What follows belongs to an exercise in optimizing a design on an open flow for small area; a production flow would make more cautious choices.
In this exercise RTL edits were held to simulation tests only and were not proved equivalent to the original.
No activity file was given, so power comes from the tool's default toggle rates.

==> flow/design.v <==
package smpq_pkg;
	localparam int DEF_QUEUE_DEPTH = 16;
	localparam int VALUE_W         = 32;
	localparam int OCC_W           = 5;
	localparam logic [1:0] OP_INSERT = 2'd0;
	localparam logic [1:0] OP_REMOVE = 2'd1;
	localparam logic [1:0] OP_PEEK   = 2'd2;
	localparam logic [1:0] OP_NONE   = 2'd3;
	localparam logic [1:0] ST_OK    = 2'd0;
	localparam logic [1:0] ST_EMPTY = 2'd1;
	localparam logic [1:0] ST_FULL  = 2'd2;
endpackage
module smpq_ctrl (
	input  logic       clk,
	input  logic       arst_n,
	input  logic       start,
	input  logic [1:0] cmd_op,
	input  logic       full,
	input  logic       empty,
	input  logic       lt,
	output logic       busy,
	output logic       done,
	output logic [4:0] count,
	output logic       sel_prev,
	output logic       sel_keep,
	output logic       sel_new_n,
	output logic [1:0] rsp_status,
	output logic       show_n
);
	logic [3:0] phase_q;
	logic [4:0] count_q;
	logic       armed_q;
	logic       win_q;
	logic       placed_q;
	logic       done_q;
	logic [1:0] status_q;
	logic       show_q;
	logic is_ins, is_rem, is_peek;
	logic ins_go, read_go;
	logic win, ready, take, last_step, behind, sel_new;
	logic take_ins, take_rem, removed;
	logic at11, at14, at15, feedback;
	assign is_ins  = (cmd_op == smpq_pkg::OP_INSERT);
	assign is_rem  = (cmd_op == smpq_pkg::OP_REMOVE);
	assign is_peek = (cmd_op == smpq_pkg::OP_PEEK);
	assign ins_go  = is_ins && !full;
	assign read_go = (is_rem || is_peek) && !empty;
	assign at11 = (phase_q == 4'd7);
	assign at14 = (phase_q == 4'd12);
	assign at15 = (phase_q == 4'd8);
	assign feedback = phase_q[3] ^ phase_q[2] ^ (phase_q[2:0] == 3'd0);
	assign win       = win_q || (armed_q && ins_go && at15);
	assign last_step = win_q && at14;
	assign behind    = lt && !last_step;
	assign sel_prev  = win && behind;
	assign sel_new   = win && !behind && !(win_q && placed_q);
	assign sel_new_n = !sel_new;
	assign removed   = show_q && at15;
	assign sel_keep  = !win && !(empty || removed) || (win && !behind && win_q && placed_q);
	always_comb begin
		if (ins_go)       ready = last_step;
		else if (read_go) ready = at15;
		else              ready = 1'b1;
	end
	assign busy = !ready;
	assign take = start && ready;
	assign take_ins = take && ins_go;
	assign take_rem = take && is_rem && !empty;
	always_ff @(posedge clk or negedge arst_n) begin
		if (!arst_n) begin
			phase_q <= 4'd0;
			count_q <= 5'd0;
			armed_q <= 1'b0;
			win_q   <= 1'b0;
			done_q  <= 1'b0;
		end else begin
			phase_q <= {take_rem || (phase_q[2] && !take_ins), phase_q[1:0], feedback};
			if (take_ins || take_rem)
				count_q <= count_q + {{4{take_rem}}, 1'b1};
			armed_q <= start && !take && (armed_q || at11);
			win_q   <= win && !last_step;
			done_q  <= take;
		end
	end
	always_ff @(posedge clk) begin
		placed_q <= sel_new || (win_q && placed_q);
		if (is_ins && full)
			status_q <= smpq_pkg::ST_FULL;
		else if ((is_rem || is_peek) && empty)
			status_q <= smpq_pkg::ST_EMPTY;
		else
			status_q <= smpq_pkg::ST_OK;
		show_q <= take && read_go;
	end
	assign done       = done_q;
	assign count      = count_q;
	assign rsp_status = status_q;
	assign show_n     = !show_q;
endmodule
module smpq_datapath (
	input  logic        clk,
	input  logic [31:0] cmd_value,
	input  logic        sel_prev,
	input  logic        sel_keep,
	input  logic        sel_new_n,
	input  logic        show_n,
	output logic        key_lt,
	output logic [31:0] rsp_head
);
	logic [31:0] ring_q [16];
	logic [31:0] entry;
	logic [31:0] a;
	logic [31:0] c;
	logic [31:0] co;
	logic [1:0]  carry_q;
	always_ff @(posedge clk) begin
		ring_q[0] <= entry;
		for (int i = 1; i < 16; i++)
			ring_q[i] <= ring_q[i-1];
	end
	assign a = {ring_q[14][31:24], ring_q[13][23:12], ring_q[12][11:0]};
	genvar i;
	generate
		for (i = 0; i < 32; i++) begin : g_bit
			if (i == 0) begin : g_c0
				assign c[i] = 1'b0;
			end else if (i == 12 || i == 24) begin : g_cq
				assign c[i] = carry_q[i/12 - 1];
			end else begin : g_ci
				assign c[i] = co[i-1];
			end
			smpq_slice #(
				.SIGN (i == 31)
			) u_slice (
				.prev      (ring_q[14][i]),
				.keep      (ring_q[15][i]),
				.key       (cmd_value[i]),
				.sel_prev  (sel_prev),
				.sel_keep  (sel_keep),
				.sel_new_n (sel_new_n),
				.a         (a[i]),
				.ci        (c[i]),
				.show_n    (show_n),
				.entry     (entry[i]),
				.co        (co[i]),
				.head      (rsp_head[i])
			);
		end
	endgenerate
	always_ff @(posedge clk) begin
		carry_q <= {co[23], co[11]};
	end
	assign key_lt = co[31];
endmodule
module smpq_slice #(
	parameter bit SIGN = 1'b0
) (
	input  logic prev,
	input  logic keep,
	input  logic key,
	input  logic sel_prev,
	input  logic sel_keep,
	input  logic sel_new_n,
	input  logic a,
	input  logic ci,
	input  logic show_n,
	output logic entry,
	output logic co,
	output logic head
);
	logic held;   
	logic u;      
	assign held  = SIGN ? key : ~key;
	assign u     = SIGN ? ~key : key;
	assign entry = (prev & sel_prev) | (keep & sel_keep) | (held & ~sel_new_n);
	assign co    = ~((~u & ~a) | (~ci & (~u | ~a)));
	assign head  = (SIGN ? keep : ~keep) & ~show_n;
endmodule
module sorted_min_priority_queue_core (
	input  logic        clk,
	input  logic        arst_n,
	input  logic        start,
	input  logic [1:0]  cmd_op,
	input  logic [31:0] cmd_value,
	output logic        busy,
	output logic        done,
	output logic [31:0] rsp_head,
	output logic [1:0]  rsp_status,
	output logic        rsp_empty,
	output logic [4:0]  rsp_count
);
	logic [4:0]  count;
	logic        full;
	logic        empty;
	logic        key_lt;
	logic        sel_keep;
	logic        sel_prev;
	logic        sel_new_n;
	logic        show_n;
	assign full  = count[4];
	assign empty = (count == 5'd0);
	smpq_ctrl u_ctrl (
		.clk        (clk),
		.arst_n     (arst_n),
		.start      (start),
		.cmd_op     (cmd_op),
		.full       (full),
		.empty      (empty),
		.lt         (key_lt),
		.busy       (busy),
		.done       (done),
		.count      (count),
		.sel_prev   (sel_prev),
		.sel_keep   (sel_keep),
		.sel_new_n  (sel_new_n),
		.rsp_status (rsp_status),
		.show_n     (show_n)
	);
	smpq_datapath u_datapath (
		.clk       (clk),
		.cmd_value (cmd_value),
		.sel_prev  (sel_prev),
		.sel_keep  (sel_keep),
		.sel_new_n (sel_new_n),
		.show_n    (show_n),
		.key_lt    (key_lt),
		.rsp_head  (rsp_head)
	);
	assign rsp_empty = empty;
	assign rsp_count = count;
endmodule
module smpq_top (
	input  logic        clk,
	input  logic        arst_n,
	input  logic        start,
	input  logic [1:0]  cmd_op,
	input  logic [31:0] cmd_value,
	output logic        busy,
	output logic        done,
	output logic [31:0] rsp_head,
	output logic [1:0]  rsp_status,
	output logic        rsp_empty,
	output logic [4:0]  rsp_count
);
	sorted_min_priority_queue_core u_core (
		.clk        (clk),
		.arst_n     (arst_n),
		.start      (start),
		.cmd_op     (cmd_op),
		.cmd_value  (cmd_value),
		.busy       (busy),
		.done       (done),
		.rsp_head   (rsp_head),
		.rsp_status (rsp_status),
		.rsp_empty  (rsp_empty),
		.rsp_count  (rsp_count)
	);
endmodule
==> flow/flow/run.sh <==
#!/bin/bash
# The standard layout, with each port's buffer made of the smallest buffer cell,
# a clock tree without dummy loads.
export BUFFER_PORTS_ARGS="-buffer_cell sky130_fd_sc_hd__buf_1"
export CTS_ARGS='-sink_clustering_enable -repair_clock_nets -sink_clustering_size 10 -sink_clustering_max_diameter 50 -buf_list {sky130_fd_sc_hd__clkbuf_2 sky130_fd_sc_hd__clkbuf_4 sky130_fd_sc_hd__clkbuf_8} -dont_use_dummy_load'
bash standard.sh > standard.log 2>&1
==> flow/standard.sh <==
#!/bin/bash
# synth_recipe.tcl (not shown) runs the flow's synth.tcl, then flattens the netlist and writes it again
# the make line also repeats each setting of config.mk as NAME=value (left out here)
make -C /OpenROAD-flow-scripts/flow DESIGN_CONFIG=/design/flow/config.mk WORK_HOME=/design/flow/orfs CLKGATE_MAP_FILE= SYNTH_SCRIPT=/design/flow/synth_recipe.tcl "${@:-finish}"
==> flow/config.mk <==
export PLATFORM = sky130hd
export DESIGN_NAME = smpq_top
export DESIGN_NICKNAME = smpq_top
export VERILOG_FILES = /design/flow/design.v
export SDC_FILE = /design/flow/constraint.sdc
export NUM_CORES = 4
export LEC_CHECK = 0
export CAP_MARGIN = 20
export CORE_MARGIN = 2
export CORE_UTILIZATION = 70
export CTS_BUF_LIST = sky130_fd_sc_hd__clkbuf_4
export CTS_CLUSTER_DIAMETER = 50
export CTS_CLUSTER_SIZE = 10
export PLACE_DENSITY = 0.85
export SLEW_MARGIN = 20
export SYNTH_HIERARCHICAL = 1
==> flow/constraint.sdc <==
create_clock -name core_clock -period 5.0 [get_ports {clk}]
set_input_delay 1.0000 -clock core_clock [delete_from_list [all_inputs] [get_ports {clk}]]
set_output_delay 1.0000 -clock core_clock [all_outputs]
set_load 0.01 [all_outputs]
==> results of run 1 <==
## worst reg2reg max path: stages (launching register included)
cell,delay [ps]
sky130_fd_sc_hd__dfxtp_1,340
sky130_fd_sc_hd__maj3_2,320
sky130_fd_sc_hd__maj3_2,330
sky130_fd_sc_hd__maj3_2,320
sky130_fd_sc_hd__maj3_2,320
sky130_fd_sc_hd__maj3_2,330
sky130_fd_sc_hd__maj3_2,320
sky130_fd_sc_hd__maj3_2,340
sky130_fd_sc_hd__maj3_2,350
sky130_fd_sc_hd__maj3_2,320
sky130_fd_sc_hd__maj3_2,310
sky130_fd_sc_hd__maj3_2,310
sky130_fd_sc_hd__maj3_2,320
## metal layers
layer	track usage	vias up
met5	0	-
li1	-	2635
met2	0.370	132
met4	0.0868	0
met1	0.278	2685
met3	0.0539	34
## metrics by stage
| stage | std cells | cell area (um^2) | hold slack (ps) | total power [uW] | TNS [ps] |
|---|---|---|---|---|---|
| 2_1_floorplan | 729 | 12100 | 310 | 5560 | 0 |
| 3_3_place_gp | 1037 | 12700 | 311 | 5780 | 0 |
| 3_5_place_dp | 1037 | 12700 | 312 | 5860 | -20.5 |
| 4_1_cts | 1095 | 13500 | 311 | 8130 | 0 |
| 5_1_grt | 1095 | 13500 | 306 | 8390 | 0 |
| 6_report | 1095 | 13500 | 310 | 8060 | 0 |
## Yosys stat by module (local to each module, per instance), a selection
module                          times used  flip-flops and latches
smpq_datapath                            1                     514
smpq_ctrl                                1                      16
sorted_min_priority_queue_core           1                       0
## synthesized netlist by cell type, types with 2 or more instances
master / instances
sky130_fd_sc_hd__a21oi_1: 3
sky130_fd_sc_hd__a22oi_1: 32
sky130_fd_sc_hd__a31oi_1: 2
sky130_fd_sc_hd__dfrtp_1: 12
sky130_fd_sc_hd__dfxtp_1: 518
sky130_fd_sc_hd__ha_1: 8
sky130_fd_sc_hd__inv_1: 10
sky130_fd_sc_hd__maj3_2: 32
sky130_fd_sc_hd__mux2_4: 2
sky130_fd_sc_hd__mux2i_1: 2
sky130_fd_sc_hd__nand2_1: 7
sky130_fd_sc_hd__nand2_2: 2
sky130_fd_sc_hd__nand2b_1: 6
sky130_fd_sc_hd__nor2_1: 38
sky130_fd_sc_hd__o21ai_0: 32
sky130_fd_sc_hd__xnor2_1: 5
## power groups by stage
| stage | Sequential [uW] | Combinational (uW) | Clock, uW |
|---|---|---|---|
| floorplan | 5230 | 326 | 0 |
| global placement | 5290 | 490 | 0 |
| detailed placement | 5340 | 525 | 0 |
| CTS | 5270 | 539 | 2320 |
| global route | 5330 | 584 | 2470 |
| finish | 5260 | 540 | 2260 |
## flip-flops by register name, summed over array words and instances (netlist names)
name and count:
u_core.u_ctrl.status_q 2, u_core.u_datapath.ring_q 512, u_core.u_ctrl.win_q 1, u_core.u_ctrl.done_q 1
u_core.u_ctrl.armed_q 1, u_core.u_ctrl.count_q 5, u_core.u_ctrl.show_q 1, u_core.u_ctrl.placed_q 1
u_core.u_ctrl.phase_q 4, u_core.u_datapath.carry_q 2
## logic make-up after synthesis
| family | after synthesis | share of synthesized area |
|---|---|---|
| flops | 530 | 0.884 |
| fa+ha+maj | 41 | 0.0398 |
| compound gates | 74 | 0.0395 |
| buf+inv | 11 | 0.00342 |
| mux | 4 | 0.00414 |
| xor+xnor | 5 | 0.00363 |
| other cells | 1 | 0.000311 |
| simple gates | 63 | 0.0256 |
## path summary, 6_finish.rpt
kind | from | to | slack, ps
max reg2reg | u_core.u_datapath.ring_q[12][0] | u_core.u_datapath.carry_q[0] | 640
min in group asynchronous | arst_n | u_core.u_ctrl.done_q | 440
max in group asynchronous | arst_n | u_core.u_ctrl.win_q | 4120
min reg2reg | u_core.u_datapath.ring_q[7][5] | u_core.u_datapath.ring_q[8][5] | 310
min | u_core.u_datapath.ring_q[7][5] | u_core.u_datapath.ring_q[8][5] | 310
max | cmd_value[0] | u_core.u_datapath.carry_q[0] | 490
## area by class of cell
type / count / area [um^2]
multi-input cells: 188 / 1370
repair buffers: 83 / 330
flip-flops and latches: 530 / 10700
clock buffers: 58 / 798
fillers: 891 / 3560
inverters: 11 / 41.3
well taps: 225 / 282
==> flow_summary.yaml, run 1 <==
setup_path:
  worst_setup_sp_type: "input port"
  worstPathArrival_ps: 4960
  worst-r2r-cell-count: 12
  critical_path.slowest_cell: "sky130_fd_sc_hd__maj3_2"
  critical_path.cell_chain: "buf_1, maj3_2, maj3_2, maj3_2, maj3_2, maj3_2, maj3_2, maj3_2, maj3_2, maj3_2, maj3_2, maj3_2, maj3_2"
  timing.critical_path.max_delay_family: "adder cells"
  slowest_stage_delay_cp_ps: 340
  worstSetupPathDepth: 13
  critical-path-top-cell-by-count: "sky130_fd_sc_hd__maj3_2"
  critical_path_peak_fanout: 2
  timing_worst_setup_path_type: "in2reg"
  crit_path_end_kind: "register"
  path_buf_inv: 1
  worst_ep_required_time_ps: 5450
final_layout:
  antenna_cells: 0
  layout.cells.most_common: "sky130_fd_sc_hd__dfxtp_1"
  syn2layout_area_growth_pct: 11.8
  nNetsFinal: 918
  final_core_util: 0.791
  layout-drive-gt1-share: 0.124
  final_cell_mix: "sky130_fd_sc_hd__dfxtp_1 (518), sky130_fd_sc_hd__buf_1 (78), sky130_fd_sc_hd__clkbuf_8 (58)"
floorplan:
  ioPinCount: 79
  die_h_um: 135
  initial_utilization: 0.708
  rows: 48
  die_w_um: 135
  floorplan.die_area_um2: 18300
  placeableCoreArea_um2: 17100
synthesis:
  synthDominantAreaCellType: "sky130_fd_sc_hd__dfxtp_1"
  synth.yosys.warnings: 10
  post_synth_inst_count: 729
  ys_async_sr_fraction: 0.0226
  synth_area_leaders: "sky130_fd_sc_hd__dfxtp_1 (86%), sky130_fd_sc_hd__maj3_2 (3.0%), sky130_fd_sc_hd__dfrtp_1 (2.5%), sky130_fd_sc_hd__a22oi_1 (2.0%), sky130_fd_sc_hd__o21ai_0 (1.3%)"
  mappedNetlistNets: 775
  synth_seq_cells: 530
  synthesis.area_per_instance_um2: 16.6
  synthesis.area_um2: 12100
  yosysTopAreaCellShare: 0.859
  synth-edff-count: 0
  yosys_most_used_dff: "sky130_fd_sc_hd__dfxtp_1"
  ys_seq_area_frac: 0.884
  yosysUniqueCellTypes: 34
clock_network:
  clock_tree.htree_level_count: 2
  cts_hold_repair.buffers: 0
  number_of_buffers_added_by_the_clock_tree_synthesis_step: 58
  post-cts-setup-buffers: 0
  reg_clk_slew_reported_paths_ps: 70
  clock_tree.root_cell: "sky130_fd_sc_hd__clkbuf_8"
  tritoncts: "done"
  cts_repair_resize_count: 0
  clock_path_buffers: 3
  clock_sinks: 530
  clock_latency_ps: 570
placed_design:
  post-place-ws_ps: -20.5
  placement.io_buffers: 78
  gp_congestion: 0.799
  dp.final_hpwl_um: 11300
timing:
  max_slew.worst_pin.slew_ps: 1070
  slew_headroom: 0.286
  maxSlewViolCount: 0
  post-route-period-util: 0.902
  finalCriticalPeriod_ps: 4510
  final_critical_path_setup_slack_ps: 489
  rsz0062_at_grt: "no"
  finalSetupViolCount: 0
  maximum_operating_frequency_ghz: 0.222
  worst_clock_skew_ps: 20.9
  finalHoldViolations: 0
job:
  max-cap-violations: 0
power_and_ir_drop:
  power_leakage_uw: 0.00549
  intPower_uw: 6230
  swShare: 0.227
  power_per_cell_area_nw_per_um2: 597
  vdd.ir_drop.worst_mv: 0.404
  clkPwrFrac: 0.280
  power_switching_uw: 1830
  comb_power_share: 0.067
  pwr-share-seq: 0.653
grt:
  antenna_found_initial: 0
  grt_pass1_vias: 5987
  grt_use_total: 0.220
  grt_pass1_wl_um: 30700
  total_grt_overflow: 0
  grt_start_max_net_pins: 33
route:
  drcViolationCount: 0
  post_drt_via_cell_ratio: 5.01
  routedWlPerCell_um: 17.6
  detail-route-antenna-nets: 0
  maxUsedRoutingLayer: "met4"
  met3_length_um: 869
  met2_layer_wire_length_in_the_routed_design_um: 9490
  vias: 5486
  met1_length_um: 8480
  detail_route.first_pass.iterations: 4
  detailedRoute.firstIterationViolations: 255
  totalWireLength_um: 19200
status:
  run_status: "no timing/DRC/antenna violations"
min_path:
  hold_critical_path_depth: 0
  hp-class: "reg2reg"
==> inputs of run 2 (changes only) <==
==> flow/flow/run.sh (replaced) <==
#!/bin/bash
# The standard layout, with each port's buffer made of the smallest buffer cell,
# a clock tree without dummy loads.
export BUFFER_PORTS_ARGS="-buffer_cell sky130_fd_sc_hd__buf_1"
export CTS_ARGS="-sink_clustering_enable -repair_clock_nets -sink_clustering_size 11 -sink_clustering_max_diameter 35 -buf_list sky130_fd_sc_hd__clkbuf_4 -dont_use_dummy_load"
bash standard.sh > standard.log 2>&1
==> run 2 against run 1 <==
  * Sequential power is essentially flat
  * Global-route usage shrank 0.88 points
  * Die area is the same
  * Utilization shrank 2.2 points
  * Clock-buffer cell count shrank 3
  * Synthesized cell count is the same
  * Wire length shrank 4.3%
  * Combinational power shrank 2%
  * Critical path type unchanged
  * Largest power group unchanged
==> flow_summary.yaml, run 2 <==
status:
  run_status: "no timing/DRC/antenna violations"
setup_path:
  reg2reg_from: "u_core.u_datapath.ring_q[12][0]"
  timing.critical_path.max_delay_family: "adder cells"
  crit_path_end_kind: "register"
  critical-path-top-cell-by-count: "sky130_fd_sc_hd__maj3_2"
  worst_setup_sp_type: "input port"
  register_to_register_path_setup_slack_ps: 740
  critical_path_peak_fanout: 2
  worstSetupPathDepth: 13
  critical_path.slowest_cell: "sky130_fd_sc_hd__maj3_2"
  critical_path.cell_chain: "buf_1, maj3_2, maj3_2, maj3_2, maj3_2, maj3_2, maj3_2, maj3_2, maj3_2, maj3_2, maj3_2, maj3_2, maj3_2"
  timing_worst_setup_path_type: "in2reg"
  slowest_stage_delay_cp_ps: 320
  worstPathArrival_ps: 4880
  r2r-end: "u_core.u_datapath.carry_q[0]"
  worst_ep_required_time_ps: 5570
  crit_end: "u_core.u_datapath.carry_q[0]"
  path_buf_inv: 1
  critPathLaunch: "cmd_value[0]"
  worst-r2r-cell-count: 12
synthesis:
  ys_seq_area_frac: 0.884
  post_synth_most_frequent_cells: "sky130_fd_sc_hd__dfxtp_1 (518), sky130_fd_sc_hd__nor2_1 (38), sky130_fd_sc_hd__a22oi_1 (32), sky130_fd_sc_hd__maj3_2 (32), sky130_fd_sc_hd__o21ai_0 (32)"
  mappedNetlistNets: 775
  post_synth_inst_count: 729
  synth.yosys.warnings: 10
  ys_async_sr_fraction: 0.0226
  synth-edff-count: 0
  synth_seq_cells: 530
  post-synth-top-count-cell: "sky130_fd_sc_hd__dfxtp_1"
  synthDominantAreaCellType: "sky130_fd_sc_hd__dfxtp_1"
  yosysTopAreaCellShare: 0.859
  synth_area_leaders: "sky130_fd_sc_hd__dfxtp_1 (86%), sky130_fd_sc_hd__maj3_2 (3.0%), sky130_fd_sc_hd__dfrtp_1 (2.5%), sky130_fd_sc_hd__a22oi_1 (2.0%), sky130_fd_sc_hd__o21ai_0 (1.3%)"
  synthesis.area_per_instance_um2: 16.6
  synthesis.area_um2: 12100
  yosysUniqueCellTypes: 34
  yosys_most_used_dff: "sky130_fd_sc_hd__dfxtp_1"
grt:
  grt_pass1_vias: 5955
  total_grt_overflow: 0
  antenna_found_initial: 1
  grt_pass1_wl_um: 29800
  grt_use_total: 0.211
  grt_start_max_net_pins: 33
final_layout:
  largest-register: "u_core.u_datapath.ring_q"
  nNetsFinal: 915
  syn2layout_area_growth_pct: 8.58
  layout.cells.most_common: "sky130_fd_sc_hd__dfxtp_1"
  layout-drive-gt1-share: 0.121
  final_area_um2: 13100
  largest_reg_flops: 512
  final_cell_mix: "sky130_fd_sc_hd__dfxtp_1 (518), sky130_fd_sc_hd__buf_1 (78), sky130_fd_sc_hd__clkbuf_4 (55)"
  reg_top3: "u_core.u_datapath.ring_q (512), u_core.u_ctrl.count_q (5), u_core.u_ctrl.phase_q (4)"
clock_network:
  clock_path_buffers: 3
  clock_tree.htree_level_count: 2
  cts_hold_repair.buffers: 0
  post-cts-setup-buffers: 0
  clock_latency_ps: 680
  clock_sinks: 530
  cts_repair_resize_count: 0
  clock_tree.root_cell: "sky130_fd_sc_hd__clkbuf_4"
  reg_clk_slew_reported_paths_ps: 100
  number_of_buffers_added_by_the_clock_tree_synthesis_step: 55
  tritoncts: "done"
timing:
  finalHoldViolations: 0
  finalCriticalPeriod_ps: 4320
  rsz0062_at_grt: "no"
  slew_headroom: 0.295
  maxSlewViolCount: 0
  finalSetupTns_ps: 0
  worst_clock_skew_ps: 56.6
  max_slew.worst_pin.slew_ps: 1060
  maximum_operating_frequency_ghz: 0.232
  post-route-period-util: 0.863
  finalSetupViolCount: 0
route:
  totalWireLength_um: 18400
  detailedRoute.firstIterationViolations: 236
  detail-route-antenna-nets: 0
  drcViolationCount: 0
  vias: 5441
  detail_route.first_pass.iterations: 4
  post_drt_via_cell_ratio: 4.98
  routedWlPerCell_um: 16.8
power_and_ir_drop:
  vdd.ir_drop.worst_mv: 0.342
  power_leakage_uw: 0.00533
  power_per_cell_area_nw_per_um2: 566
floorplan:
  ioPinCount: 79
  die_h_um: 135
  floorplan.die_area_um2: 18300
  rows: 48
  placeableCoreArea_um2: 17100
  die_w_um: 135
  initial_utilization: 0.708
min_path:
  hp-class: "reg2reg"
placed_design:
  placedInstanceArea_um2: 12700
  dp.final_hpwl_um: 11300
  placement.io_buffers: 78
  gp_congestion: 0.799
job:
  max-cap-violations: 0
[run 2: worst min-delay path by stage]
stage,endpoint,start,cells after the start,slack [ps]
6_report,u_core.u_datapath.ring_q[13][24],u_core.u_datapath.ring_q[12][24],0,300
5_1_grt,u_core.u_datapath.ring_q[1][31],u_core.u_datapath.ring_q[0][31],0,300
4_1_cts,u_core.u_ctrl.phase_q[2],arst_n,1,300
3_5_place_dp,u_core.u_datapath.ring_q[7][16],u_core.u_datapath.ring_q[6][16],0,310
3_3_place_gp,u_core.u_datapath.ring_q[14][2],u_core.u_datapath.ring_q[13][2],0,310
2_1_floorplan,u_core.u_datapath.ring_q[10][0],u_core.u_datapath.ring_q[9][0],0,310
[run 2: kinds of logic (layout without fill, tap and decap cells)]
logic type                 count (synthesis)  in the layout  synth area share
AOI/OAI and AO/OA                         74             74            0.0395
xor gates and xnor gates                   5              5           0.00363
adders and majority gates                 41             41            0.0398
buffers and inverters                     11            149           0.00342
DFF                                      530            530             0.884
muxes                                      4              4           0.00414
other                                      1              2          0.000311
and+or+nand+nor                           63             63            0.0256
[run 2: worst reg2reg max path, cell delays in order (launching register included)]
cell                      delay, ps
sky130_fd_sc_hd__dfxtp_1        350
sky130_fd_sc_hd__maj3_2         320
sky130_fd_sc_hd__maj3_2         320
sky130_fd_sc_hd__maj3_2         320
sky130_fd_sc_hd__maj3_2         320
sky130_fd_sc_hd__maj3_2         320
sky130_fd_sc_hd__maj3_2         320
sky130_fd_sc_hd__maj3_2         320
sky130_fd_sc_hd__maj3_2         310
sky130_fd_sc_hd__maj3_2         310
sky130_fd_sc_hd__maj3_2         310
sky130_fd_sc_hd__maj3_2         310
sky130_fd_sc_hd__maj3_2         320
[run 2: per-stage QoR]
stage	utilization	setup slack [ps]	hold slack [ps]	instances	power [uW]
CTS	0.769	715	299	1092	7500
global placement	0.744	75.3	311	1037	5780
global route	0.769	623	296	1093	7770
finish	0.769	683	300	1093	7420
detailed placement	0.744	-20.5	312	1037	5860
floorplan	-	262	310	729	5560
[run 2: area by class of cell]
cell class                      instances  area (um^2)
Sequential cell                       530        10700
Fill cell                             985         3950
Multi-Input combinational cell        188         1370
Clock buffer                           55          413
Timing Repair Buffer                   83          330
Tap cell                              225          282
Inverter                               11         41.3
Antenna cell                            1         2.50
[run 2: routing by layer]
metal  wire [um]  up-vias  part of all wire  GRT usage
li1            -     2656                 -          -
met1        8220     2646              0.45      0.272
met2        9040      110              0.49      0.351
met3         837       29             0.046     0.0513
met5           0        -                 0          0
met4         298        0             0.016     0.0804
[run 2: power by group]
group	leakage, uW	internal (uW)	switching [uW]
Clock	0.000253	507	1130
Combinational	0.000693	224	307
Sequential	0.00438	4970	277
Total	0.00533	5710	1720
[run 2: per-module statistics from Yosys (local to each module, per instance), excerpt]
module	cells inside	times used	cell area (um^2)
smpq_datapath	515	1	10300
smpq_ctrl	83	1	883
sorted_min_priority_queue_core	2	1	11.3
==> inputs of run 3 (changes only) <==
--- a/flow/design.v
+++ b/flow/design.v
@@ -75,8 +75,10 @@
 			done_q  <= 1'b0;
 		end else begin
 			phase_q <= {take_rem || (phase_q[2] && !take_ins), phase_q[1:0], feedback};
-			if (take_ins || take_rem)
-				count_q <= count_q + {{4{take_rem}}, 1'b1};
+			if (take_ins)
+				count_q <= count_q + 5'd1;
+			else if (take_rem)
+				count_q <= count_q - 5'd1;
 			armed_q <= start && !take && (armed_q || at11);
 			win_q   <= win && !last_step;
 			done_q  <= take;
--- a/flow/config.mk
+++ b/flow/config.mk
@@ -9,8 +9,8 @@
 export CORE_MARGIN = 2
 export CORE_UTILIZATION = 70
 export CTS_BUF_LIST = sky130_fd_sc_hd__clkbuf_4
-export CTS_CLUSTER_DIAMETER = 50
-export CTS_CLUSTER_SIZE = 10
+export CTS_CLUSTER_DIAMETER = 35
+export CTS_CLUSTER_SIZE = 11
 export PLACE_DENSITY = 0.85
 export SLEW_MARGIN = 20
 export SYNTH_HIERARCHICAL = 1
==> run 3 against run 2 <==
  * Synthesized cell count fell by 0.69%
  * Critical path depth did not move
  * Largest cell class unchanged
  * Critical path type unchanged
  * Still clean
  * Setup slack got worse by 13 ps
  * Maximum frequency fell by 0.31%
  * Sequential share of layout area rose by 0.20 points
  * Clock skew fell by 17 ps
==> flow_summary.yaml, run 3 <==
final_layout:
  nNetsFinal: 910
  reg_top3: "u_core.u_datapath.ring_q (512), u_core.u_ctrl.count_q (5), u_core.u_ctrl.phase_q (4)"
  final_core_util: 0.783
  largest_reg_flops: 512
  layout.cells.most_common: "sky130_fd_sc_hd__dfxtp_1"
  layout-drive-gt1-share: 0.114
  syn2layout_area_growth_pct: 8.55
  final_cell_mix: "sky130_fd_sc_hd__dfxtp_1 (518), sky130_fd_sc_hd__buf_1 (78), sky130_fd_sc_hd__clkbuf_4 (55)"
  largest-register: "u_core.u_datapath.ring_q"
  fillers: 958
setup_path:
  critical_path.slowest_cell: "sky130_fd_sc_hd__maj3_2"
  slowest_stage_delay_cp_ps: 340
  timing.critical_path.max_delay_family: "adder cells"
  critical_path_peak_fanout: 2
  critical-path-top-cell-by-count: "sky130_fd_sc_hd__maj3_2"
  crit_path_end_kind: "register"
  timing_worst_setup_path_type: "in2reg"
  reg2reg_from: "u_core.u_datapath.ring_q[12][0]"
  critical_path.cell_chain: "buf_1, maj3_2, maj3_2, maj3_2, maj3_2, maj3_2, maj3_2, maj3_2, maj3_2, maj3_2, maj3_2, maj3_2, maj3_2"
  critPathLaunch: "cmd_value[0]"
  worstPathArrival_ps: 4910
  worst_setup_sp_type: "input port"
  worst_ep_required_time_ps: 5580
  path_buf_inv: 1
synthesis:
  post_synth_most_frequent_cells: "sky130_fd_sc_hd__dfxtp_1 (518), sky130_fd_sc_hd__nor2_1 (36), sky130_fd_sc_hd__a22oi_1 (32), sky130_fd_sc_hd__maj3_2 (32), sky130_fd_sc_hd__o21ai_0 (32)"
  synthesis.area_um2: 12000
  yosysUniqueCellTypes: 35
  synthesis.area_per_instance_um2: 16.6
  yosysTopAreaCellShare: 0.861
  mappedNetlistNets: 770
  yosys_most_used_dff: "sky130_fd_sc_hd__dfxtp_1"
  synth_seq_cells: 530
  post_synth_inst_count: 724
  synthDominantAreaCellType: "sky130_fd_sc_hd__dfxtp_1"
  synth.yosys.warnings: 10
  post-synth-top-count-cell: "sky130_fd_sc_hd__dfxtp_1"
  ys_async_sr_fraction: 0.0226
  synth-edff-count: 0
  ys_seq_area_frac: 0.886
  synth_area_leaders: "sky130_fd_sc_hd__dfxtp_1 (86%), sky130_fd_sc_hd__maj3_2 (3.0%), sky130_fd_sc_hd__dfrtp_1 (2.5%), sky130_fd_sc_hd__a22oi_1 (2.0%), sky130_fd_sc_hd__o21ai_0 (1.3%)"
floorplan:
  floorplan.die_area_um2: 18300
  rows: 47
  die_w_um: 135
  ioPinCount: 79
  die_h_um: 135
  initial_utilization: 0.721
  placeableCoreArea_um2: 16700
clock_network:
  clock_tree.htree_level_count: 2
  clock_latency_ps: 680
  cts_repair_resize_count: 0
  post-cts-setup-buffers: 0
  number_of_buffers_added_by_the_clock_tree_synthesis_step: 55
  clock_path_buffers: 3
  clock_tree.root_cell: "sky130_fd_sc_hd__clkbuf_4"
  reg_clk_slew_reported_paths_ps: 110
  cts_hold_repair.buffers: 0
  tritoncts: "done"
  clock_sinks: 530
grt:
  antenna_found_initial: 2
  total_grt_overflow: 0
  grt_pass1_vias: 5846
  grt_start_max_net_pins: 33
  grt_pass1_wl_um: 29800
  grt_use_total: 0.213
route:
  detail_route.first_pass.iterations: 4
  detail-route-antenna-nets: 0
  post_drt_via_cell_ratio: 5.02
  vias: 5432
  totalWireLength_um: 18500
  drcViolationCount: 0
  detailedRoute.firstIterationViolations: 232
  routedWlPerCell_um: 17.1
timing:
  post-route-period-util: 0.866
  final_critical_path_setup_slack_ps: 670
  finalCriticalPeriod_ps: 4330
  worst_clock_skew_ps: 39.7
  slew_headroom: 0.331
  maxSlewViolCount: 0
  maximum_operating_frequency_ghz: 0.231
  finalHoldViolations: 0
  max_slew.worst_pin.slew_ps: 1000
  finalSetupViolCount: 0
  rsz0062_at_grt: "no"
min_path:
  hp-class: "reg2reg"
  hold_start: "u_core.u_datapath.ring_q[8][7]"
power_and_ir_drop:
  power_per_cell_area_nw_per_um2: 516
  power_leakage_uw: 0.00520
  vdd.ir_drop.worst_mv: 0.418
placed_design:
  placement.io_buffers: 78
  dp.final_hpwl_um: 11800
  gp_congestion: 0.784
  post-place-ws_ps: -30.6
status:
  run_status: "no timing/DRC/antenna violations"
job:
  max-cap-violations: 0
run 3: cell types whose count changed after synthesis, sizes merged, moves of 2 or more:
cell and change:
nand2 -5, inv -3, nand2b -3, nor2 -3
mux2i -2
run 3: kinds of logic after synthesis:
logic type | count (synthesis) | synth area share
flops | 530 | 0.886
compound gates | 80 | 0.0433
simple gates | 56 | 0.0220
fa+ha+maj | 41 | 0.0399
buf+inv | 8 | 0.00249
xor+xnor | 5 | 0.00363
mux | 3 | 0.00280
other cells | 1 | 0.000311
run 3: per-module statistics from Yosys, one instance, submodules excluded, excerpt:
module                          area, um^2  times used  flops+latches  cells inside
sorted_min_priority_queue_core        11.3           1              0             2
smpq_ctrl                              857           1             16            78
smpq_datapath                        10300           1            514           515
run 3: metrics by stage:
| stage | instance area, um^2 | hold WS (ps) | total power (uW) | cells | TNS [ps] |
|---|---|---|---|---|---|
| floorplan | 12000 | 310 | 4970 | 724 | 0 |
| global placement | 12700 | 311 | 5140 | 1027 | 0 |
| detailed placement | 12700 | 312 | 5190 | 1027 | -30.6 |
| CTS | 13100 | 288 | 6800 | 1082 | 0 |
| global route | 13100 | 302 | 7030 | 1083 | 0 |
| finish | 13100 | 300 | 6750 | 1083 | 0 |
run 3: worst paths after layout:
kind                                                   to  slack [ps]  cells past startpoint
max                          u_core.u_datapath.carry_q[0]         670                     13
min in group asynchronous        u_core.u_ctrl.phase_q[3]         320                      1
max in group asynchronous        u_core.u_ctrl.count_q[1]        4230                      1
min reg2reg                u_core.u_datapath.ring_q[9][7]         300                      0
max reg2reg                  u_core.u_datapath.carry_q[0]         740                     12
min                        u_core.u_datapath.ring_q[9][7]         300                      0
run 3: layout make-up:
class                           instances  area, um^2  share of cell area
Antenna cell                            1        2.50            0.000191
Clock buffer                           55         413              0.0316
Inverter                                8        30.0             0.00230
Multi-Input combinational cell        186        1360               0.104
Sequential cell                       530       10700               0.816
Tap cell                              220         275              0.0210
Timing Repair Buffer                   83         330              0.0253
run 3: per-layer routing:
metal / GRT usage / wire [um]
met4: 0.0816 / 425
met1: 0.281 / 8270
met2: 0.347 / 8980
met5: 0 / 0
met3: 0.0509 / 866
run 3: where the power goes:
part	internal, uW	switching, uW	total [uW]
clock network	507	1140	1650
logic	176	266	442
registers	4520	136	4660
total	5200	1540	6750
==> inputs of run 4 (changes only) <==
--- a/flow/config.mk
+++ b/flow/config.mk
@@ -5,12 +5,12 @@
 export SDC_FILE = /design/flow/constraint.sdc
 export NUM_CORES = 4
 export LEC_CHECK = 0
-export CAP_MARGIN = 20
+export CAP_MARGIN = 0
 export CORE_MARGIN = 2
 export CORE_UTILIZATION = 70
 export CTS_BUF_LIST = sky130_fd_sc_hd__clkbuf_4
 export CTS_CLUSTER_DIAMETER = 35
 export CTS_CLUSTER_SIZE = 11
 export PLACE_DENSITY = 0.85
-export SLEW_MARGIN = 20
+export SLEW_MARGIN = 0
 export SYNTH_HIERARCHICAL = 1
==> run 4 against run 3 <==
  * Highest routed layer unchanged
  * Register-to-register slack hardly changed
  * Clock skew stayed put
  * Critical path depth stayed put
  * Synthesized cell count stayed put
  * Setup slack stayed put
  * Largest power group unchanged
  * Clock-buffer cell count stayed put
  * Combinational power hardly changed
  * Critical path type unchanged
  * Global-route usage stayed put
  * Clock power hardly changed
  * Via count stayed put
  * Non-clock buffer count stayed put
==> flow_summary.yaml, run 4 <==
synthesis:
  post-synth-top-count-cell: "sky130_fd_sc_hd__dfxtp_1"
  synthesis.area_um2: 12000
  post_synth_most_frequent_cells: "sky130_fd_sc_hd__dfxtp_1 (518), sky130_fd_sc_hd__nor2_1 (36), sky130_fd_sc_hd__a22oi_1 (32), sky130_fd_sc_hd__maj3_2 (32), sky130_fd_sc_hd__o21ai_0 (32)"
  synth_seq_cells: 530
  synth.yosys.warnings: 10
  synthesis.area_per_instance_um2: 16.6
  ys_seq_area_frac: 0.886
  ys_async_sr_fraction: 0.0226
  post_synth_inst_count: 724
  yosysUniqueCellTypes: 35
  synth-edff-count: 0
  synthDominantAreaCellType: "sky130_fd_sc_hd__dfxtp_1"
  yosysTopAreaCellShare: 0.861
  mappedNetlistNets: 770
  yosys_most_used_dff: "sky130_fd_sc_hd__dfxtp_1"
  synth_area_leaders: "sky130_fd_sc_hd__dfxtp_1 (86%), sky130_fd_sc_hd__maj3_2 (3.0%), sky130_fd_sc_hd__dfrtp_1 (2.5%), sky130_fd_sc_hd__a22oi_1 (2.0%), sky130_fd_sc_hd__o21ai_0 (1.3%)"
route:
  detailedRoute.firstIterationViolations: 232
  routedWlPerCell_um: 17.1
  vias: 5432
  drcViolationCount: 0
  detail-route-antenna-nets: 0
  totalWireLength_um: 18500
  post_drt_via_cell_ratio: 5.02
  detail_route.first_pass.iterations: 4
setup_path:
  critical_path_peak_fanout: 2
  reg2reg_from: "u_core.u_datapath.ring_q[12][0]"
  path_buf_inv: 1
  slowest_stage_delay_cp_ps: 340
  timing.critical_path.max_delay_family: "adder cells"
  crit_path_end_kind: "register"
  critPathLaunch: "cmd_value[0]"
  critical-path-top-cell-by-count: "sky130_fd_sc_hd__maj3_2"
  worst_setup_sp_type: "input port"
  critical_path.slowest_cell: "sky130_fd_sc_hd__maj3_2"
  timing_worst_setup_path_type: "in2reg"
  critical_path.cell_chain: "buf_1, maj3_2, maj3_2, maj3_2, maj3_2, maj3_2, maj3_2, maj3_2, maj3_2, maj3_2, maj3_2, maj3_2, maj3_2"
  worst_ep_required_time_ps: 5580
  worstPathArrival_ps: 4910
placed_design:
  gp_congestion: 0.784
  placement.io_buffers: 78
  dp.final_hpwl_um: 11800
  post-place-ws_ps: -30.6
job:
  max-cap-violations: 0
final_layout:
  largest_reg_flops: 512
  nNetsFinal: 910
  layout-drive-gt1-share: 0.114
  final-seq-area_um2: 10700
  multi_input_comb_area_um2: 1360
  final_cell_mix: "sky130_fd_sc_hd__dfxtp_1 (518), sky130_fd_sc_hd__buf_1 (78), sky130_fd_sc_hd__clkbuf_4 (55)"
  syn2layout_area_growth_pct: 8.55
  reg_top3: "u_core.u_datapath.ring_q (512), u_core.u_ctrl.count_q (5), u_core.u_ctrl.phase_q (4)"
  layout.cells.most_common: "sky130_fd_sc_hd__dfxtp_1"
  largest-register: "u_core.u_datapath.ring_q"
  fillers: 958
floorplan:
  rows: 47
  floorplan.die_area_um2: 18300
  ioPinCount: 79
  die_h_um: 135
  initial_utilization: 0.721
  placeableCoreArea_um2: 16700
  die_w_um: 135
grt:
  grt_start_max_net_pins: 33
  total_grt_overflow: 0
  grt_pass1_vias: 5846
  grt_pass1_wl_um: 29800
  antenna_found_initial: 2
  grt_use_total: 0.213
power_and_ir_drop:
  power_per_cell_area_nw_per_um2: 516
  report.power.total_uw: 6750
  vdd.ir_drop.worst_mv: 0.418
  power_leakage_uw: 0.00520
clock_network:
  clock_latency_ps: 680
  clock_sinks: 530
  number_of_buffers_added_by_the_clock_tree_synthesis_step: 55
  clock_path_buffers: 3
  reg_clk_slew_reported_paths_ps: 110
  post-cts-setup-buffers: 0
  tritoncts: "done"
  clock_tree.htree_level_count: 2
  cts_repair_resize_count: 0
  cts_hold_repair.buffers: 0
  clock_tree.root_cell: "sky130_fd_sc_hd__clkbuf_4"
timing:
  maximum_operating_frequency_ghz: 0.231
  rsz0062_at_grt: "no"
  post-route-period-util: 0.866
  final_critical_path_setup_slack_ps: 670
  finalCriticalPeriod_ps: 4330
  max_slew.worst_pin.slew_ps: 1000
  finalSetupViolCount: 0
  maxSlewViolCount: 0
  slew_headroom: 0.331
  worst_clock_skew_ps: 39.7
  finalHoldViolations: 0
min_path:
  hp-class: "reg2reg"
  hold_start: "u_core.u_datapath.ring_q[8][7]"
status:
  run_status: "no timing/DRC/antenna violations"
==> run 4: cell counts after synthesis <==
Identical to the previous run, type by type.
==> run 4: routing by layer <==
layer | GRT usage | share of wire | vias to the layer above
li1 | - | - | 2639
met1 | 0.281 | 0.45 | 2633
met2 | 0.347 | 0.48 | 124
met3 | 0.0509 | 0.047 | 36
met4 | 0.0816 | 0.023 | 0
met5 | 0 | 0 | -
==> run 4: final timing paths <==
check                                                  to  slack [ps]  depth (start not counted)
max                          u_core.u_datapath.carry_q[0]         670                         13
min                        u_core.u_datapath.ring_q[9][7]         300                          0
max reg2reg                  u_core.u_datapath.carry_q[0]         740                         12
min reg2reg                u_core.u_datapath.ring_q[9][7]         300                          0
max in group asynchronous        u_core.u_ctrl.count_q[1]        4230                          1
min in group asynchronous        u_core.u_ctrl.phase_q[3]         320                          1
==> run 4: worst reg2reg max path: stages, from the launching register on <==
cell	delay [ps]
sky130_fd_sc_hd__dfxtp_1	350
sky130_fd_sc_hd__maj3_2	320
sky130_fd_sc_hd__maj3_2	320
sky130_fd_sc_hd__maj3_2	310
sky130_fd_sc_hd__maj3_2	310
sky130_fd_sc_hd__maj3_2	320
sky130_fd_sc_hd__maj3_2	320
sky130_fd_sc_hd__maj3_2	340
sky130_fd_sc_hd__maj3_2	340
sky130_fd_sc_hd__maj3_2	320
sky130_fd_sc_hd__maj3_2	310
sky130_fd_sc_hd__maj3_2	320
sky130_fd_sc_hd__maj3_2	300
==> run 4: cell families (layout without fill, tap and decap cells) <==
logic type                 after synthesis  in the layout  share of synthesized area
xor gates and xnor gates                 5              5                    0.00363
adders and majority gates               41             41                     0.0399
DFF                                    530            530                      0.886
muxes                                    3              3                    0.00280
AOI/OAI and AO/OA                       80             80                     0.0433
buffers and inverters                    8            146                    0.00249
and+or+nand+nor                         56             56                     0.0220
other                                    1              2                   0.000311
==> run 4: modules after synthesis, one instance, submodules excluded, excerpt <==
module / flops+latches / area, um^2
smpq_datapath: 514 / 10300
smpq_ctrl: 16 / 857
sorted_min_priority_queue_core: 0 / 11.3
==> run 4: layout make-up <==
type,instances,share of cell area
Timing Repair Buffer,83,0.0253
Clock buffer,55,0.0316
Inverter,8,0.00230
Tap cell,220,0.0210
Multi-Input combinational cell,186,0.104
Sequential cell,530,0.816
Antenna cell,1,0.000191
==> run 4: stage by stage <==
step | utilization | TNS, ps | area (um^2) | hold WS, ps | instances
floorplan | - | 0 | 12000 | 310 | 724
global placement | 0.758 | 0 | 12700 | 311 | 1027
detailed placement | 0.758 | -30.6 | 12700 | 312 | 1027
CTS | 0.783 | 0 | 13100 | 288 | 1082
global route | 0.783 | 0 | 13100 | 302 | 1083
finish | 0.783 | 0 | 13100 | 300 | 1083
==> run 4: power breakdown <==
part           switching [uW]  internal, uW  total, uW  leakage [uW]
Combinational             266           176        442      0.000620
Sequential                136          4520       4660       0.00432
Clock                    1140           507       1650      0.000253
Total                    1540          5200       6750       0.00520
==> inputs of run 5 (changes only) <==
==> flow/flow/run.sh (replaced) <==
#!/bin/bash
# The standard layout, with each port's buffer made of the smallest buffer cell,
# a clock tree without dummy loads.
export BUFFER_PORTS_ARGS="-buffer_cell sky130_fd_sc_hd__buf_1"
export CTS_ARGS="-sink_clustering_enable -repair_clock_nets -sink_clustering_size 12 -sink_clustering_max_diameter 40 -buf_list sky130_fd_sc_hd__clkbuf_4 -dont_use_dummy_load"
bash standard.sh > standard.log 2>&1
==> flow/config.mk (replaced) <==
export PLATFORM = sky130hd
export DESIGN_NAME = smpq_top
export DESIGN_NICKNAME = smpq_top
export VERILOG_FILES = /design/flow/design.v
export SDC_FILE = /design/flow/constraint.sdc
export NUM_CORES = 4
export LEC_CHECK = 0
export CAP_MARGIN = 20
export CORE_MARGIN = 2
export CORE_UTILIZATION = 85
export CTS_BUF_LIST = sky130_fd_sc_hd__clkbuf_4
export CTS_CLUSTER_DIAMETER = 50
export CTS_CLUSTER_SIZE = 10
export PLACE_DENSITY = 0.95
export SLEW_MARGIN = 20
export SYNTH_HIERARCHICAL = 1
==> run 5 against run 4 <==
  * The run now fails in detailed placement (3_5_place_dp)
  * Synthesized cell count stayed put
  * Synthesized area stayed put
==> flow_summary.yaml, run 5 <==
placed_design:
  placement.io_buffers: 78
  gp_congestion: 0.799
synthesis:
  mappedNetlistNets: 770
  synth_seq_cells: 530
  yosysUniqueCellTypes: 35
  ys_async_sr_fraction: 0.0226
  synthDominantAreaCellType: "sky130_fd_sc_hd__dfxtp_1"
  yosysTopAreaCellShare: 0.861
  yosys_most_used_dff: "sky130_fd_sc_hd__dfxtp_1"
  post-synth-top-count-cell: "sky130_fd_sc_hd__dfxtp_1"
  synth-edff-count: 0
  synth.yosys.warnings: 10
  post_synth_most_frequent_cells: "sky130_fd_sc_hd__dfxtp_1 (518), sky130_fd_sc_hd__nor2_1 (36), sky130_fd_sc_hd__a22oi_1 (32), sky130_fd_sc_hd__maj3_2 (32), sky130_fd_sc_hd__o21ai_0 (32)"
  ys_seq_area_frac: 0.886
  synthesis.area_per_instance_um2: 16.6
  post_synth_inst_count: 724
  synth_area_leaders: "sky130_fd_sc_hd__dfxtp_1 (86%), sky130_fd_sc_hd__maj3_2 (3.0%), sky130_fd_sc_hd__dfrtp_1 (2.5%), sky130_fd_sc_hd__a22oi_1 (2.0%), sky130_fd_sc_hd__o21ai_0 (1.3%)"
  synthesis.area_um2: 12000
status:
  error_line: "Error: detail_place.tcl, 38 bad optional access"
  lastStage: "detailed placement (3_5_place_dp)"
  run_status: "did not finish"
floorplan:
  ioPinCount: 79
  die_w_um: 123
  initial_utilization: 0.868
  die_h_um: 123
  rows: 43
[run 5: cell counts after synthesis]
No cell type changed its count.
[run 5: power groups by stage]
stage / Combinational (uW) / Clock (uW) / Sequential (uW)
floorplan: 258 / 0 / 4710
global placement: 404 / 0 / 4730
[run 5: worst min-delay path by stage]
stage	end	slack, ps
after global placement	u_core.u_datapath.ring_q[10][28]	310
after floorplan	u_core.u_datapath.ring_q[10][0]	310
[run 5: kinds of logic after synthesis]
kind of cell	share of synthesized area
buffers and inverters	0.00249
adder cells (fa/ha/maj)	0.0399
multiplexers	0.00280
flip-flops	0.886
AO/OA/AOI/OAI	0.0433
AND/OR/NAND/NOR	0.0220
other	0.000311
XOR/XNOR	0.00363
[run 5: through the flow]
stage,worst slack [ps],area (um^2)
global placement,86.8,12600
floorplan,262,12000
[run 5: Yosys stat by module (local to each module, per instance), excerpt]
module                          copies in the design  cell area [um^2]  cells
smpq_ctrl                                          1               857     78
smpq_datapath                                      1             10300    515
sorted_min_priority_queue_core                     1              11.3      2
==> inputs of run 6 (changes only) <==
==> flow/flow/run.sh (replaced) <==
#!/bin/bash
# The standard layout, with each port's buffer made of the smallest buffer cell,
# a clock tree without dummy loads.
export BUFFER_PORTS_ARGS="-buffer_cell sky130_fd_sc_hd__buf_1"
export CTS_ARGS="-sink_clustering_enable -repair_clock_nets -sink_clustering_size 10 -sink_clustering_max_diameter 50 -buf_list sky130_fd_sc_hd__clkbuf_4 -dont_use_dummy_load"
bash standard.sh > standard.log 2>&1
--- a/flow/config.mk
+++ b/flow/config.mk
@@ -7,10 +7,10 @@
 export LEC_CHECK = 0
 export CAP_MARGIN = 20
 export CORE_MARGIN = 2
-export CORE_UTILIZATION = 85
+export CORE_UTILIZATION = 70
 export CTS_BUF_LIST = sky130_fd_sc_hd__clkbuf_4
 export CTS_CLUSTER_DIAMETER = 50
 export CTS_CLUSTER_SIZE = 10
-export PLACE_DENSITY = 0.95
+export PLACE_DENSITY = 0.85
 export SLEW_MARGIN = 20
 export SYNTH_HIERARCHICAL = 1
==> run 6 against run 5 <==
  * The run now finishes clean
  * Synthesized area is the same
  * Synthesized cell count did not move
==> flow_summary.yaml, run 6 <==
floorplan:
  die_h_um: 135
  ioPinCount: 79
  die_w_um: 135
  initial_utilization: 0.721
  placeableCoreArea_um2: 16700
  rows: 47
  floorplan.die_area_um2: 18300
final_layout:
  largest_reg_flops: 512
  nNetsFinal: 913
  multi_input_comb_area_um2: 1360
  final_core_util: 0.784
  layout-drive-gt1-share: 0.117
  largest-register: "u_core.u_datapath.ring_q"
  syn2layout_area_growth_pct: 8.73
  instances_no_fill: 1086
  final-seq-area_um2: 10700
  reg_top3: "u_core.u_datapath.ring_q (512), u_core.u_ctrl.count_q (5), u_core.u_ctrl.phase_q (4)"
  layout.cells.most_common: "sky130_fd_sc_hd__dfxtp_1"
  fillers: 962
  final_cell_mix: "sky130_fd_sc_hd__dfxtp_1 (518), sky130_fd_sc_hd__buf_1 (78), sky130_fd_sc_hd__clkbuf_4 (58)"
setup_path:
  worst_setup_sp_type: "input port"
  critical_path_peak_fanout: 2
  reg2reg_from: "u_core.u_datapath.ring_q[12][0]"
  crit_end: "u_core.u_datapath.carry_q[0]"
  worst_ep_required_time_ps: 5580
  r2r-end: "u_core.u_datapath.carry_q[0]"
  timing_worst_setup_path_type: "in2reg"
  worstPathArrival_ps: 4900
  critPathLaunch: "cmd_value[0]"
  register_to_register_path_setup_slack_ps: 740
  crit_path_end_kind: "register"
  worst-r2r-cell-count: 12
route:
  detailedRoute.firstIterationViolations: 280
  totalWireLength_um: 18600
  drcViolationCount: 0
  vias: 5511
  detail_route.first_pass.iterations: 6
  routedWlPerCell_um: 17.2
  post_drt_via_cell_ratio: 5.07
  detail-route-antenna-nets: 0
placed_design:
  dp_cells: 1027
  placement.io_buffers: 78
  dp.final_hpwl_um: 11800
  gp_congestion: 0.784
power_and_ir_drop:
  power_leakage_uw: 0.00521
  vdd.ir_drop.worst_mv: 0.338
  power_per_cell_area_nw_per_um2: 518
timing:
  maximum_operating_frequency_ghz: 0.231
  maxSlewViolCount: 0
  finalSetupViolCount: 0
  hold_slack_ps: 289
  post-route-period-util: 0.865
  finalCriticalPeriod_ps: 4320
  rsz0062_at_grt: "no"
  finalHoldViolations: 0
  worst_clock_skew_ps: 71.0
  slew_headroom: 0.327
  max_slew.worst_pin.slew_ps: 1010
grt:
  grt_start_max_net_pins: 33
  antenna_found_initial: 2
  total_grt_overflow: 0
  grt_pass1_wl_um: 29500
  grt_pass1_vias: 5845
  grt_use_total: 0.211
synthesis:
  yosysTopAreaCellShare: 0.861
  post_synth_inst_count: 724
  post_synth_most_frequent_cells: "sky130_fd_sc_hd__dfxtp_1 (518), sky130_fd_sc_hd__nor2_1 (36), sky130_fd_sc_hd__a22oi_1 (32), sky130_fd_sc_hd__maj3_2 (32), sky130_fd_sc_hd__o21ai_0 (32)"
  post-synth-top-count-cell: "sky130_fd_sc_hd__dfxtp_1"
  ys_seq_area_frac: 0.886
  yosysUniqueCellTypes: 35
  synthesis.area_um2: 12000
  synthDominantAreaCellType: "sky130_fd_sc_hd__dfxtp_1"
  mappedNetlistNets: 770
  ys_async_sr_fraction: 0.0226
  synth.yosys.warnings: 10
  synth_area_leaders: "sky130_fd_sc_hd__dfxtp_1 (86%), sky130_fd_sc_hd__maj3_2 (3.0%), sky130_fd_sc_hd__dfrtp_1 (2.5%), sky130_fd_sc_hd__a22oi_1 (2.0%), sky130_fd_sc_hd__o21ai_0 (1.3%)"
  synth-edff-count: 0
  synth_seq_cells: 530
  synthesis.area_per_instance_um2: 16.6
  yosys_most_used_dff: "sky130_fd_sc_hd__dfxtp_1"
clock_network:
  cts_repair_resize_count: 0
  number_of_buffers_added_by_the_clock_tree_synthesis_step: 58
  clock_tree.htree_level_count: 2
  cts_hold_repair.buffers: 0
  clock_latency_ps: 690
  post-cts-setup-buffers: 0
  reg_clk_slew_reported_paths_ps: 100
  tritoncts: "done"
  clock_tree.root_cell: "sky130_fd_sc_hd__clkbuf_4"
  clock_path_buffers: 3
  clock_sinks: 530
job:
  max-cap-violations: 0
min_path:
  hp-class: "reg2reg"
status:
  run_status: "no timing/DRC/antenna violations"
==> run 6: cell counts after synthesis <==
No cell type changed its count.
==> run 6: per-layer routing <==
layer  part of all wire  up-vias  track usage  wire, um
met4              0.026        0       0.0828       481
met3              0.051       50       0.0520       949
li1                   -     2643            -         -
met1               0.44     2666        0.274      8110
met2               0.49      152        0.345      9100
met5                  0        -            0         0
==> run 6: kinds of logic (layout without fill, tap and decap cells) <==
group | count (synthesis) | in the layout | share of synthesized area
fa+ha+maj | 41 | 41 | 0.0399
xor+xnor | 5 | 5 | 0.00363
compound gates | 80 | 80 | 0.0433
other cells | 1 | 2 | 0.000311
simple gates | 56 | 56 | 0.0220
buf+inv | 8 | 149 | 0.00249
mux | 3 | 3 | 0.00280
flops | 530 | 530 | 0.886
==> run 6: stage by stage <==
step | TNS [ps] | cell area [um^2] | worst slack (ps) | power (uW)
floorplan | 0 | 12000 | 262 | 4970
global placement | 0 | 12700 | 72.0 | 5140
detailed placement | -30.6 | 12700 | -30.6 | 5190
CTS | 0 | 13100 | 709 | 6830
global route | 0 | 13100 | 646 | 7060
finish | 0 | 13100 | 677 | 6790
==> run 6: modules after synthesis, one instance, submodules excluded, excerpt <==
module                          copies in the design  flip-flops and latches  cells
smpq_datapath                                      1                     514    515
smpq_ctrl                                          1                      16     78
sorted_min_priority_queue_core                     1                       0      2
==> run 6: cell type report <==
class | count | area share
sequential | 530 | 0.814
multi-input combinational | 186 | 0.104
tap | 220 | 0.0210
clock buffer | 58 | 0.0332
inverter | 8 | 0.00229
antenna | 1 | 0.000191
timing repair buffer | 83 | 0.0252
==> run 6: worst max-delay path, stage by stage <==
cell,delay (ps)
sky130_fd_sc_hd__buf_1,100
sky130_fd_sc_hd__maj3_2,300
sky130_fd_sc_hd__maj3_2,310
sky130_fd_sc_hd__maj3_2,310
sky130_fd_sc_hd__maj3_2,310
sky130_fd_sc_hd__maj3_2,320
sky130_fd_sc_hd__maj3_2,320
sky130_fd_sc_hd__maj3_2,340
sky130_fd_sc_hd__maj3_2,340
sky130_fd_sc_hd__maj3_2,320
sky130_fd_sc_hd__maj3_2,320
sky130_fd_sc_hd__maj3_2,320
sky130_fd_sc_hd__maj3_2,300
==> run 6: how the worst min path moves through the flow <==
stage,startpoint,to,slack (ps),cells past startpoint
floorplan,u_core.u_datapath.ring_q[9][0],u_core.u_datapath.ring_q[10][0],310,0
finish,u_core.u_datapath.ring_q[2][31],u_core.u_datapath.ring_q[3][31],290,0
global route,u_core.u_datapath.ring_q[7][29],u_core.u_datapath.ring_q[8][29],270,0
CTS,u_core.u_datapath.ring_q[2][23],u_core.u_datapath.ring_q[3][23],270,0
detailed placement,u_core.u_datapath.ring_q[5][0],u_core.u_datapath.ring_q[6][0],310,0
global placement,u_core.u_datapath.ring_q[13][1],u_core.u_datapath.ring_q[14][1],310,0
==> run 6: power by group <==
part	internal, uW	total (uW)	switching (uW)
Clock	534	1680	1150
Sequential	4520	4660	138
Combinational	175	442	267
==> inputs of run 7 (changes only) <==
--- a/flow/design.v
+++ b/flow/design.v
@@ -40,6 +40,7 @@
 	logic win, ready, take, last_step, behind, sel_new;
 	logic take_ins, take_rem, removed;
 	logic at11, at14, at15, feedback;
+	logic [4:0] count_next;
 	assign is_ins  = (cmd_op == smpq_pkg::OP_INSERT);
 	assign is_rem  = (cmd_op == smpq_pkg::OP_REMOVE);
 	assign is_peek = (cmd_op == smpq_pkg::OP_PEEK);
@@ -66,6 +67,12 @@
 	assign take = start && ready;
 	assign take_ins = take && ins_go;
 	assign take_rem = take && is_rem && !empty;
+	smpq_count u_count (
+		.up    (take_ins),
+		.down  (take_rem),
+		.count (count_q),
+		.next  (count_next)
+	);
 	always_ff @(posedge clk or negedge arst_n) begin
 		if (!arst_n) begin
 			phase_q <= 4'd0;
@@ -75,10 +82,7 @@
 			done_q  <= 1'b0;
 		end else begin
 			phase_q <= {take_rem || (phase_q[2] && !take_ins), phase_q[1:0], feedback};
-			if (take_ins)
-				count_q <= count_q + 5'd1;
-			else if (take_rem)
-				count_q <= count_q - 5'd1;
+			count_q <= count_next;
 			armed_q <= start && !take && (armed_q || at11);
 			win_q   <= win && !last_step;
 			done_q  <= take;
@@ -98,6 +102,23 @@
 	assign count      = count_q;
 	assign rsp_status = status_q;
 	assign show_n     = !show_q;
+endmodule
+module smpq_count (
+	input  logic       up,
+	input  logic       down,
+	input  logic [4:0] count,
+	output logic [4:0] next
+);
+	always_comb begin
+		logic ones, zeros;
+		ones  = 1'b1;
+		zeros = 1'b1;
+		for (int i = 0; i < 5; i++) begin
+			next[i] = count[i] ^ ((up && ones) || (down && zeros));
+			ones  = ones && count[i];
+			zeros = zeros && !count[i];
+		end
+	end
 endmodule
 module smpq_datapath (
 	input  logic        clk,
==> flow/flow/run.sh (replaced) <==
#!/bin/bash
# The standard layout, with each port's buffer made of the smallest buffer cell
# and a clock tree without dummy loads.
export BUFFER_PORTS_ARGS="-buffer_cell sky130_fd_sc_hd__buf_1"
export CTS_ARGS="-sink_clustering_enable -repair_clock_nets -sink_clustering_size 10 -sink_clustering_max_diameter 35 -buf_list sky130_fd_sc_hd__clkbuf_4 -dont_use_dummy_load"
bash standard.sh > standard.log 2>&1
--- a/flow/config.mk
+++ b/flow/config.mk
@@ -9,7 +9,7 @@
 export CORE_MARGIN = 2
 export CORE_UTILIZATION = 70
 export CTS_BUF_LIST = sky130_fd_sc_hd__clkbuf_4
-export CTS_CLUSTER_DIAMETER = 50
+export CTS_CLUSTER_DIAMETER = 35
 export CTS_CLUSTER_SIZE = 10
 export PLACE_DENSITY = 0.85
 export SLEW_MARGIN = 20
==> run 7 against run 6 <==
  * Sequential share of layout area rose by 0.30 points
  * Sequential power up 11%
  * Largest cell class unchanged
  * Setup slack lost 42 ps
  * Still clean on timing, DRC and antenna
  * Wire length is 0.47% lower
  * Design area is 0.36% lower
  * Via count shrank 1.2%
  * Hold slack hardly changed
  * Synthesized cell count shrank 0.41%
==> flow_summary.yaml, run 7 <==
route:
  totalWireLength_um: 18600
  detail_route.first_pass.iterations: 4
  vias: 5443
  routedWlPerCell_um: 17.1
  detail-route-antenna-nets: 0
  drcViolationCount: 0
power_and_ir_drop:
  power_leakage_uw: 0.00527
  report.power.total_uw: 7350
  vdd.ir_drop.worst_mv: 0.321
floorplan:
  rows: 47
  initial_utilization: 0.720
  die_h_um: 135
  placeableCoreArea_um2: 16600
final_layout:
  nNetsFinal: 909
  layout.cells.most_common: "sky130_fd_sc_hd__dfxtp_1"
  final_core_util: 0.784
  largest-register: "u_core.u_datapath.ring_q"
  fillers: 899
  final_cell_mix: "sky130_fd_sc_hd__dfxtp_1 (518), sky130_fd_sc_hd__buf_1 (78), sky130_fd_sc_hd__clkbuf_4 (60)"
  final-seq-area_um2: 10700
  reg_top3: "u_core.u_datapath.ring_q (512), u_core.u_ctrl.count_q (5), u_core.u_ctrl.phase_q (4)"
  layout-drive-gt1-share: 0.124
  largest_reg_flops: 512
clock_network:
  cts_repair_resize_count: 0
  number_of_buffers_added_by_the_clock_tree_synthesis_step: 60
  post-cts-setup-buffers: 0
  clock_sinks: 530
  clock_path_buffers: 3
  clock_latency_ps: 680
  clock_tree.htree_level_count: 2
  reg_clk_slew_reported_paths_ps: 100
  tritoncts: "done"
  clock_tree.root_cell: "sky130_fd_sc_hd__clkbuf_4"
job:
  max-cap-violations: 0
setup_path:
  worstPathArrival_ps: 4940
  timing.critical_path.max_delay_family: "adder cells"
  path_buf_inv: 1
  critical-path-top-cell-by-count: "sky130_fd_sc_hd__maj3_2"
  worst_ep_required_time_ps: 5580
  critical_path.cell_chain: "buf_1, maj3_2, maj3_2, maj3_2, maj3_2, maj3_2, maj3_2, maj3_2, maj3_2, maj3_2, maj3_2, maj3_2, maj3_2"
  slowest_stage_delay_cp_ps: 340
  worst_setup_sp_type: "input port"
  timing_worst_setup_path_type: "in2reg"
  critical_path_peak_fanout: 2
grt:
  grt_use_total: 0.214
  antenna_found_initial: 2
  grt_pass1_wl_um: 29700
  grt_pass1_vias: 5799
  total_grt_overflow: 0
timing:
  finalHoldViolations: 0
  worst_clock_skew_ps: 40.1
  finalCriticalPeriod_ps: 4370
  finalSetupViolCount: 0
  maximum_operating_frequency_ghz: 0.229
  post-route-period-util: 0.873
  maxSlewViolCount: 0
synthesis:
  synthDominantAreaCellType: "sky130_fd_sc_hd__dfxtp_1"
  synth-edff-count: 0
  synth.yosys.warnings: 11
  synthesis.area_um2: 12000
  yosysUniqueCellTypes: 33
  yosysTopAreaCellShare: 0.865
  post-synth-top-count-cell: "sky130_fd_sc_hd__dfxtp_1"
  synth_seq_cells: 530
  ys_async_sr_fraction: 0.0226
  synth_area_leaders: "sky130_fd_sc_hd__dfxtp_1 (87%), sky130_fd_sc_hd__maj3_2 (3.0%), sky130_fd_sc_hd__dfrtp_1 (2.5%), sky130_fd_sc_hd__a22oi_1 (2.0%), sky130_fd_sc_hd__o21ai_0 (1.5%)"
  ys_seq_area_frac: 0.891
  yosys_most_used_dff: "sky130_fd_sc_hd__dfxtp_1"
  mappedNetlistNets: 763
placed_design:
  dp.final_hpwl_um: 11900
status:
  run_status: "no timing/DRC/antenna violations"
## run 7: cell count changes after synthesis, moves of 3 or more
cell                      previous run  this run
sky130_fd_sc_hd__nand2_1             4         8
sky130_fd_sc_hd__xor2_1              1         4
sky130_fd_sc_hd__mux2_1              3         0
sky130_fd_sc_hd__ha_1                8         5
sky130_fd_sc_hd__o21ai_0            32        35
## run 7: through the flow
stage	setup TNS [ps]	setup slack, ps	instances
2_1_floorplan	0	20.4	721
3_3_place_gp	0	56.5	1025
3_5_place_dp	-109	-67.6	1025
4_1_cts	0	674	1085
5_1_grt	0	611	1086
6_report	0	635	1086
## run 7: path summary, 6_finish.rpt
kind | from | endpoint | cells after the start
setup / recovery | cmd_value[12] | u_core.u_datapath.carry_q[1] | 13
hold / removal | u_core.u_datapath.ring_q[10][1] | u_core.u_datapath.ring_q[11][1] | 0
setup reg to reg | u_core.u_datapath.carry_q[0] | u_core.u_datapath.carry_q[1] | 12
hold reg to reg | u_core.u_datapath.ring_q[10][1] | u_core.u_datapath.ring_q[11][1] | 0
max in group asynchronous | arst_n | u_core.u_ctrl.count_q[3] | 1
min in group asynchronous | arst_n | u_core.u_ctrl.phase_q[0] | 1
## run 7: layout make-up
cell class / count / area share
diodes: 1 / 0.000192
flip-flops and latches: 530 / 0.817
repair buffers: 84 / 0.0259
well taps: 220 / 0.0211
inverters: 8 / 0.00230
multi-input cells: 183 / 0.0986
clock buffers: 60 / 0.0345
## run 7: worst reg2reg max path, cell delays in order (launching register included)
cell	delay, ps
sky130_fd_sc_hd__dfxtp_1	330
sky130_fd_sc_hd__maj3_2	320
sky130_fd_sc_hd__maj3_2	320
sky130_fd_sc_hd__maj3_2	320
sky130_fd_sc_hd__maj3_2	320
sky130_fd_sc_hd__maj3_2	310
sky130_fd_sc_hd__maj3_2	340
sky130_fd_sc_hd__maj3_2	330
sky130_fd_sc_hd__maj3_2	340
sky130_fd_sc_hd__maj3_2	320
sky130_fd_sc_hd__maj3_2	310
sky130_fd_sc_hd__maj3_2	310
sky130_fd_sc_hd__maj3_2	320
## run 7: modules after synthesis (local to each module, per instance), excerpt
| module | cells | copies in the design | flip-flops and latches |
|---|---|---|---|
| smpq_count | 17 | 1 | 0 |
| smpq_datapath | 515 | 1 | 514 |
| sorted_min_priority_queue_core | 2 | 1 | 0 |
| smpq_ctrl | 58 | 1 | 16 |
## run 7: report_power, final
group          total (uW)  internal, uW  switching, uW
Combinational         474           186            288
Sequential           5180          4910            275
Clock                1690           551           1140
## run 7: routing by layer
metal | GRT usage | share of wire | wire length [um] | vias to the layer above
li1 | - | - | - | 2640
met1 | 0.278 | 0.44 | 8210 | 2616
met2 | 0.349 | 0.49 | 9100 | 143
met3 | 0.0556 | 0.047 | 868 | 42
met4 | 0.0813 | 0.020 | 365 | 2
met5 | 0 | 0.00059 | 11 | -
## run 7: kinds of logic after synthesis
family | share of synthesized area
flip-flops | 0.891
AND/OR/NAND/NOR | 0.0260
other | 0.000313
AO/OA/AOI/OAI | 0.0409
adder cells (fa/ha/maj) | 0.0353
buffers and inverters | 0.00251
XOR/XNOR | 0.00439

separate check: timing with driven ports:
In the flow no input, the clock included, has a driving cell. The finished layouts below were timed again as built, in two steps.
Step 1: set_driving_cell puts a clkbuf_16 on clk and a buf_2 on each other input, an assumption about the parent block.
Step 2, shift: input delay + t, output delay - t, t = (earliest + latest rising clock arrival at the registers) / 2. This alone moves slack from input paths to output paths.
Slacks: ideal ports / drivers / drivers and shift; pairs: ideal ports / drivers.
run	t (ns)	setup slack, ns	pins driven straight from the clock port
run 1	0.596	0.489 / 0.503 / -0.093	1
run 2	0.688	0.683 / 0.690 / 0.002	1
run 3	0.697	0.670 / 0.687 / -0.010	1
run 4	0.697	0.670 / 0.687 / -0.010	1
run 6	0.696	0.677 / 0.697 / 0.001	1
run 7	0.690	0.635 / 0.651 / -0.039	1
With both steps, setup timing fails in run 1, run 3, run 4 and run 7, where it was met with ideal ports. The setup slack of run 2, which loses most, moves by +0.007 ns with the drivers and by -0.681 ns with both steps.
